What follows belongs to an exercise in optimizing a design on an open flow for small area, a short achievable clock period and few clock cycles per item; a production flow would make more cautious choices.
Function was checked by simulation only, so behaviour that the tests miss may differ from the original.
Power figures rest on the tool's default switching activity, not on a simulated workload.

==> module tsm_ctrl, before the edit <==
module tsm_ctrl (
    input  logic              clk,
    input  logic              rst_n,
    input  logic              start,
    output logic              busy,
    input  tsm_pkg::tsm_req_t request,
    output tsm_pkg::tsm_cmd_t cmd
);
    always_ff @(posedge clk or negedge rst_n)
    begin
        if (!rst_n)
        begin
            cmd.valid  <= 1'b0;
            cmd.create <= 1'b0;
            cmd.nort   <= 1'b0;
            cmd.resume <= 1'b0;
            cmd.yield  <= 1'b0;
            cmd.done   <= 1'b0;
        end
        else
        begin
            cmd.valid  <= start;
            cmd.create <= start && (request.opcode == tsm_pkg::OP_CREATE) && request.has_routine;
            cmd.nort   <= start && (request.opcode == tsm_pkg::OP_CREATE) && !request.has_routine;
            cmd.resume <= start && (request.opcode == tsm_pkg::OP_RESUME);
            cmd.yield  <= start && (request.opcode == tsm_pkg::OP_YIELD);
            cmd.done   <= start && (request.opcode == tsm_pkg::OP_DONE);
        end
    end
    always_ff @(posedge clk)
    begin
        cmd.idx    <= request.slot_index;
        cmd.idx_oh <= 64'd1 << request.slot_index;
    end
    assign busy = 1'b0;
endmodule
==> module tsm_datapath, before the edit <==
module tsm_datapath #(
    parameter int SLOTS = 64
) (
    input  logic              clk,
    input  logic              rst_n,
    input  tsm_pkg::tsm_cmd_t cmd,
    output tsm_pkg::tsm_rsp_t result,
    output logic              result_valid
);
    logic [5:0]       stk [SLOTS];
    logic [SLOTS-1:0] alive;
    logic       fv_reg;
    logic [5:0] fcm1_reg;
    logic [6:0] used_reg;
    logic [6:0] live_reg;
    logic       rv_reg;
    logic [5:0] rs_reg;
    logic       ad_reg;
    logic [1:0] code_reg;
    logic [5:0] slot_reg;
    logic       vr_reg;
    logic       pp_v_reg;
    logic [5:0] pp_s_reg;
    logic       lw_we_reg;
    logic [5:0] lw_wa_reg;
    logic       lw_wd_reg;
    logic       alive_idx;
    logic       alloc_pop, alloc_new, alloc, push, rok;
    logic [5:0] aslot;
    logic       we;
    assign alloc_pop = cmd.create && fv_reg;
    assign alloc_new = cmd.create && !fv_reg && !used_reg[6];
    assign alloc     = alloc_pop || alloc_new;
    assign aslot     = pp_v_reg ? pp_s_reg : (fv_reg ? stk_top : used_reg[5:0]);
    assign push      = cmd.done && rv_reg;
    assign we = alloc || push;
    always_ff @(posedge clk)
    begin
        if (lw_we_reg)
        begin
            alive[lw_wa_reg] <= lw_wd_reg;
        end
    end
    always_ff @(posedge clk)
    begin
        lw_wa_reg <= cmd.create ? aslot : rs_reg;
        lw_wd_reg <= cmd.create;
        pp_s_reg  <= rs_reg;
    end
    assign alive_idx = (lw_we_reg && (lw_wa_reg == cmd.idx)) ? lw_wd_reg : |(alive & cmd.idx_oh);
    assign rok = cmd.resume && ({1'b0, cmd.idx} < used_reg) && alive_idx
                 && !(rv_reg && (rs_reg == cmd.idx));
    logic       st_dn, st_up, st_hold;
    logic       stk_inv_reg;
    logic [5:0] stk_top;
    logic [5:0] stk_in;
    assign st_dn   = pp_v_reg && !cmd.create;
    assign st_up   = cmd.create && !pp_v_reg;
    assign st_hold = !(st_dn || st_up);
    assign stk_top = stk[0] ^ {6{stk_inv_reg}};
    assign stk_in  = pp_s_reg ^ {6{stk_inv_reg}};
    always_ff @(posedge clk)
    begin
        stk[0] <= ~((st_hold ? stk[0] : 6'd0) | (st_dn ? stk_in : 6'd0)
                    | (st_up ? stk[1] : 6'd0));
        for (int i = 1; i < SLOTS - 1; i++)
        begin
            stk[i] <= ~((st_hold ? stk[i] : 6'd0) | (st_dn ? stk[i-1] : 6'd0)
                        | (st_up ? stk[i+1] : 6'd0));
        end
        stk[SLOTS-1] <= ~((st_hold ? stk[SLOTS-1] : 6'd0) | (st_dn ? stk[SLOTS-2] : 6'd0));
    end
    always_ff @(posedge clk or negedge rst_n)
    begin
        if (!rst_n)
        begin
            fv_reg    <= 1'b0;
            fcm1_reg  <= '0;
            used_reg  <= '0;
            live_reg  <= '0;
            rv_reg    <= 1'b0;
            rs_reg    <= '0;
            ad_reg    <= 1'b1;
            code_reg  <= '0;
            slot_reg  <= '0;
            vr_reg    <= 1'b0;
            pp_v_reg  <= 1'b0;
            lw_we_reg <= 1'b0;
            stk_inv_reg <= 1'b0;
        end
        else
        begin
            vr_reg    <= cmd.valid;
            pp_v_reg  <= push;
            lw_we_reg <= we;
            stk_inv_reg <= !stk_inv_reg;
            if (push)
            begin
                fv_reg   <= 1'b1;
                fcm1_reg <= fv_reg ? fcm1_reg + 6'd1 : 6'd0;
            end
            else if (alloc_pop)
            begin
                fv_reg   <= (fcm1_reg != 6'd0);
                fcm1_reg <= fcm1_reg - 6'd1;
            end
            if (alloc_new)
            begin
                used_reg <= used_reg + 7'd1;
            end
            if (alloc)
            begin
                live_reg <= live_reg + 7'd1;
                ad_reg   <= 1'b0;
            end
            else if (push)
            begin
                live_reg <= live_reg - 7'd1;
                ad_reg   <= (live_reg == 7'd1);
            end
            if (rok)
            begin
                rv_reg <= 1'b1;
                rs_reg <= cmd.idx;
            end
            else if (cmd.yield || cmd.done)
            begin
                rv_reg <= 1'b0;
                rs_reg <= '0;
            end
            code_reg[1] <= (cmd.create && !alloc) || (cmd.resume && !rok);
            code_reg[0] <= cmd.nort || (cmd.resume && !rok);
            slot_reg    <= alloc ? aslot : 6'd0;
        end
    end
    assign result.result_code      = code_reg;
    assign result.slot_out         = slot_reg;
    assign result.current_valid    = rv_reg;
    assign result.current_slot     = rs_reg;
    assign result.unfinished_count = live_reg;
    assign result.all_done         = ad_reg;
    assign result_valid            = vr_reg;
endmodule
make LEC_CHECK=0 CAP_MARGIN=20 CORE_MARGIN=2 CORE_UTILIZATION=65 CTS_CLUSTER_DIAMETER=60 CTS_CLUSTER_SIZE=20 SETUP_SLACK_MARGIN=3.0 SLEW_MARGIN=20 finish   # period 5.0 ns
run.sh (not shown) runs the stock make flow with config.mk's settings and CLKGATE_MAP_FILE= SYNTH_SCRIPT=/design/flow/synth_recipe.tcl, a recipe that flattens the netlist after the stock synthesis.
Testbench counts at the start, summed over its fixed seeds: cycles 12,808, items 12,800.
Change:
--- a/flow/design.v
+++ b/flow/design.v
@@ -29,5 +29,6 @@
         logic       done;
         logic [5:0] idx;
-        logic [63:0] idx_oh;   
+        logic [7:0] idx_lo;    
+        logic [7:0] idx_hi;    
     } tsm_cmd_t;
 endpackage
@@ -64,5 +65,6 @@
     begin
         cmd.idx    <= request.slot_index;
-        cmd.idx_oh <= 64'd1 << request.slot_index;
+        cmd.idx_lo <= 8'd1 << request.slot_index[2:0];
+        cmd.idx_hi <= 8'd1 << request.slot_index[5:3];
     end
     assign busy = 1'b0;
@@ -85,5 +87,5 @@
     logic       rv_reg;
     logic [5:0] rs_reg;
-    logic       ad_reg;
+    logic       nad_reg;    
     logic [1:0] code_reg;
     logic [5:0] slot_reg;
@@ -117,5 +119,13 @@
         pp_s_reg  <= rs_reg;
     end
-    assign alive_idx = (lw_we_reg && (lw_wa_reg == cmd.idx)) ? lw_wd_reg : |(alive & cmd.idx_oh);
+    logic [7:0] alive_grp;
+    always_comb
+    begin
+        for (int a = 0; a < 8; a++)
+        begin
+            alive_grp[a] = |(alive[8*a +: 8] & cmd.idx_lo);
+        end
+    end
+    assign alive_idx = (lw_we_reg && (lw_wa_reg == cmd.idx)) ? lw_wd_reg : |(alive_grp & cmd.idx_hi);
     assign rok = cmd.resume && ({1'b0, cmd.idx} < used_reg) && alive_idx
                  && !(rv_reg && (rs_reg == cmd.idx));
@@ -150,7 +160,5 @@
             rv_reg    <= 1'b0;
             rs_reg    <= '0;
-            ad_reg    <= 1'b1;
-            code_reg  <= '0;
-            slot_reg  <= '0;
+            nad_reg   <= 1'b0;
             vr_reg    <= 1'b0;
             pp_v_reg  <= 1'b0;
@@ -181,10 +189,10 @@
             begin
                 live_reg <= live_reg + 7'd1;
-                ad_reg   <= 1'b0;
+                nad_reg  <= 1'b1;
             end
             else if (push)
             begin
                 live_reg <= live_reg - 7'd1;
-                ad_reg   <= (live_reg == 7'd1);
+                nad_reg  <= (live_reg != 7'd1);
             end
             if (rok)
@@ -198,8 +206,11 @@
                 rs_reg <= '0;
             end
-            code_reg[1] <= (cmd.create && !alloc) || (cmd.resume && !rok);
-            code_reg[0] <= cmd.nort || (cmd.resume && !rok);
-            slot_reg    <= alloc ? aslot : 6'd0;
-        end
+        end
+    end
+    always_ff @(posedge clk)
+    begin
+        code_reg[1] <= (cmd.create && !alloc) || (cmd.resume && !rok);
+        code_reg[0] <= cmd.nort || (cmd.resume && !rok);
+        slot_reg    <= alloc ? aslot : 6'd0;
     end
     assign result.result_code      = code_reg;
@@ -208,5 +219,5 @@
     assign result.current_slot     = rs_reg;
     assign result.unfinished_count = live_reg;
-    assign result.all_done         = ad_reg;
+    assign result.all_done         = !nad_reg;
     assign result_valid            = vr_reg;
 endmodule
After rerunning: The changed run passed the timing, DRC and antenna checks. Routed wire length came out lower by 12%. Via count came out lower by 6.9%. Power came out lower by 9.2%. Synthesized cell count came out lower by 6.2%. Core utilization came out lower by 0.15 points. Clock power came out lower by 9.0%. Setup slack improves by 0.12 ns. Sequential cell count came out lower by 48. Design area came out lower by 6.4%. Non-clock buffer count came out lower by 2. Final cell count came out lower by 5.8%. Clock-buffer cell count came out lower by 2. Hold slack degrades by 0.016 ns. Combinational power came out lower by 16%.
Testbench counts after the change, summed over its fixed seeds: cycles 12,808, items 12,800.

-- static timing again, ports no longer ideal --
Ports are ideal in the flow. The routed layouts listed here were re-timed in OpenROAD.
Step 1 (the two cells are an assumption about what drives the block):
set clk [get_ports {clk}]
set_driving_cell -lib_cell sky130_fd_sc_hd__clkbuf_16 $clk
set_driving_cell -lib_cell sky130_fd_sc_hd__buf_2 [delete_from_list [all_inputs] $clk]
Step 2 adds t to the input delays and takes it off the output delays; t is the mean of the earliest and latest rising clock arrival at the registers after step 1. Input paths then give back, and output paths get back, about the clock's delay inside the block.
a / b / c = no drivers / after step 1 / after step 2; a / b = the first two.
| run | shift t [ns] | setup slack, ns | pins driven straight from the clock port |
|---|---|---|---|
| the first run | 0.589 | 2.758 / 2.758 / 2.445 | 1 |
| the second run | 0.570 | 2.877 / 2.877 / 2.877 | 1 |
After both steps setup and hold are still met in every run listed. For the first run, which loses most, drivers alone change the setup slack by 0.000 ns; drivers and shift together by -0.313 ns.
